This design comes from an exercise in tuning for small area, a short achievable clock period and few clock cycles on the open sky130 flow, not from production work. The RTL was checked by simulation tests, not by an equivalence proof against the original design.

## execute_stage_mc
module execute_stage_mc #(
    parameter int XLEN      = 64,
    parameter bit MULDIV_EN = 1'b1
) (
    input  logic            clk_i,
    input  logic            reset_i,
    input  logic            in_valid_i,
    output logic            in_ready_o,
    input  logic [3:0]      op_i,
    input  logic [4:0]      rs1_i,
    input  logic [4:0]      rs2_i,
    input  logic [4:0]      rd_i,
    input  logic [XLEN-1:0] src1_i,
    input  logic [XLEN-1:0] src2_i,
    input  logic [XLEN-1:0] imm_i,
    input  logic            alu_src_i,
    input  logic            regwrite_i,
    input  logic [4:0]      rd_x_i,
    input  logic            regwrite_x_i,
    input  logic [XLEN-1:0] result_x_i,
    input  logic [4:0]      rd_w_i,
    input  logic            regwrite_w_i,
    input  logic [XLEN-1:0] result_w_i,
    output logic            out_valid_o,
    input  logic            out_ready_i,
    output logic [XLEN-1:0] result_o,
    output logic [4:0]      rd_o,
    output logic            regwrite_o,
    output logic            busy_o,
    output logic            div_zero_o
);
    localparam int W = 64;
    localparam logic [1:0] P0 = 2'd0;    
    localparam logic [1:0] P1 = 2'd1;    
    localparam logic [1:0] P2 = 2'd2;    
    localparam logic [1:0] P3 = 2'd3;    
    logic [W-1:0] op_a, op_b_fwd, op_b;
    always_comb begin
        op_a = src1_i;
  ...
Settings: LEC_CHECK=0, CAP_MARGIN=30, CORE_MARGIN=2, CORE_UTILIZATION=40, SETUP_SLACK_MARGIN=2.7, SLEW_MARGIN=30; clock period 6.5 ns.
standard.sh (not shown) runs the stock make flow with config.mk's settings and CLKGATE_MAP_FILE= SYNTH_SCRIPT=/design/flow/synth_recipe.tcl, a recipe that flattens the netlist after the stock synthesis.
==> flow/flow/run.sh <==
#!/bin/bash
# The standard layout (the standard.sh: standard synthesis, floorplan, power grid,
# placement, CTS, routing), with one change: the buffers that global placement puts on
# every input and output port are sky130_fd_sc_hd__buf_1 cells instead of the default
# choice (clkdlybuf4s50_1). Every port still gets its own buffer.
set -euo pipefail
bash standard.sh "BUFFER_PORTS_ARGS=-buffer_cell sky130_fd_sc_hd__buf_1" finish > make_finish.log 2>&1
Testbench counts at the start, summed over its fixed seeds: cycles 11,955.
Change:
==> flow/run.sh (new file) <==
#!/bin/bash
# synth_recipe.tcl (not shown) runs the flow's synth.tcl, then flattens the netlist and writes it again
# the make line also repeats each setting of config.mk as NAME=value (left out here)
make -C /OpenROAD-flow-scripts/flow DESIGN_CONFIG=/design/flow/config.mk WORK_HOME=/design/flow/orfs CLKGATE_MAP_FILE= SYNTH_SCRIPT=/design/flow/synth_recipe.tcl finish
- CORE_UTILIZATION: 40 -> 45
- SETUP_SLACK_MARGIN: 2.7 -> 2.6
removed: flow/flow/run.sh
removed: flow/standard.sh
After rerunning:
- die area went down by 11%
- setup slack gets worse by 0.047 ns
- routed wire length went down by 7.6%


execute_stage_mc again, from the RTL that the note above started with.
==> flow/config.mk <==
export PLATFORM = sky130hd
export DESIGN_NAME = execute_stage_mc
export DESIGN_NICKNAME = execute_stage_mc
export VERILOG_FILES = /design/flow/design.v
export SDC_FILE = /design/flow/constraint.sdc
export NUM_CORES = 4
export LEC_CHECK = 0
export CAP_MARGIN = 40
export CORE_MARGIN = 2
export CORE_UTILIZATION = 40
export SETUP_SLACK_MARGIN = 2.4
export SLEW_MARGIN = 40
==> flow/constraint.sdc <==
create_clock -name core_clock -period 6.5 [get_ports {clk_i}]
set_input_delay 1.3000 -clock core_clock [delete_from_list [all_inputs] [get_ports {clk_i}]]
set_output_delay 1.3000 -clock core_clock [all_outputs]
set_load 0.01 [all_outputs]
run.sh (not shown) runs the stock make flow with config.mk's settings and CLKGATE_MAP_FILE= SYNTH_SCRIPT=/design/flow/synth_recipe.tcl, a recipe that flattens the netlist after the stock synthesis.
Stock flow here: none of the scripts above is used.
Testbench counts at the start, summed over its fixed seeds: cycles 11,955.
Change:
==> flow/flow/run.sh (new file) <==
#!/bin/bash
# The standard layout (the standard.sh: standard synthesis, floorplan, power grid,
# placement, CTS, routing), with one change: the buffers that global placement puts on
# every input and output port are sky130_fd_sc_hd__buf_1 cells instead of the default
# choice (clkdlybuf4s50_1). Every port still gets its own buffer.
set -euo pipefail
bash standard.sh "BUFFER_PORTS_ARGS=-buffer_cell sky130_fd_sc_hd__buf_1" finish > make_finish.log 2>&1
==> flow/standard.sh (new file) <==
#!/bin/bash
# synth_recipe.tcl (not shown) runs the flow's synth.tcl, then flattens the netlist and writes it again
# the make line also repeats each setting of config.mk as NAME=value (left out here)
make -C /OpenROAD-flow-scripts/flow DESIGN_CONFIG=/design/flow/config.mk WORK_HOME=/design/flow/orfs CLKGATE_MAP_FILE= SYNTH_SCRIPT=/design/flow/synth_recipe.tcl "${@:-finish}"
removed: flow/run.sh
=> Routed wire length fell by 1.1%. Worst setup slack gets better by 0.063 ns. Die area stays the same. Non-clock buffer count falls by 57. Synthesized cell count does not change.

## re-timing with driven ports
Ports are ideal in the flow. The routed layouts listed here were re-timed in OpenROAD. Step 1, drivers: a clkbuf_16 drives clk_i and a buf_2 each remaining input, both assumed. Step 2 adds t to the input delays and takes it off the output delays; t is the mean of the earliest and latest rising clock arrival at the registers after step 1. Input paths then give back, and output paths get back, about the clock's delay inside the block. a / b / c = ideal ports / drivers / drivers and shift; a / b = the first two.
run | t, ns | setup slack, ns | worst setup path at the end | clock arrival spread, ns
the first run of note 1 | 0.758 | 2.280 / 2.280 / 1.987 | input to register | 0.035 / 0.035
the second run of note 1 | 0.804 | 2.232 / 2.254 / 1.486 | input to register | 0.034 / 0.033
the first run of note 2 | 0.797 | 2.120 / 2.120 / 1.649 | input to register | 0.057 / 0.057
the second run of note 2 | 0.778 | 2.183 / 2.183 / 1.743 | input to register | 0.047 / 0.047
After both steps setup and hold are still met in every run listed. For the second run of note 1, which loses most, drivers alone change the setup slack by +0.022 ns; drivers and shift together by -0.746 ns.
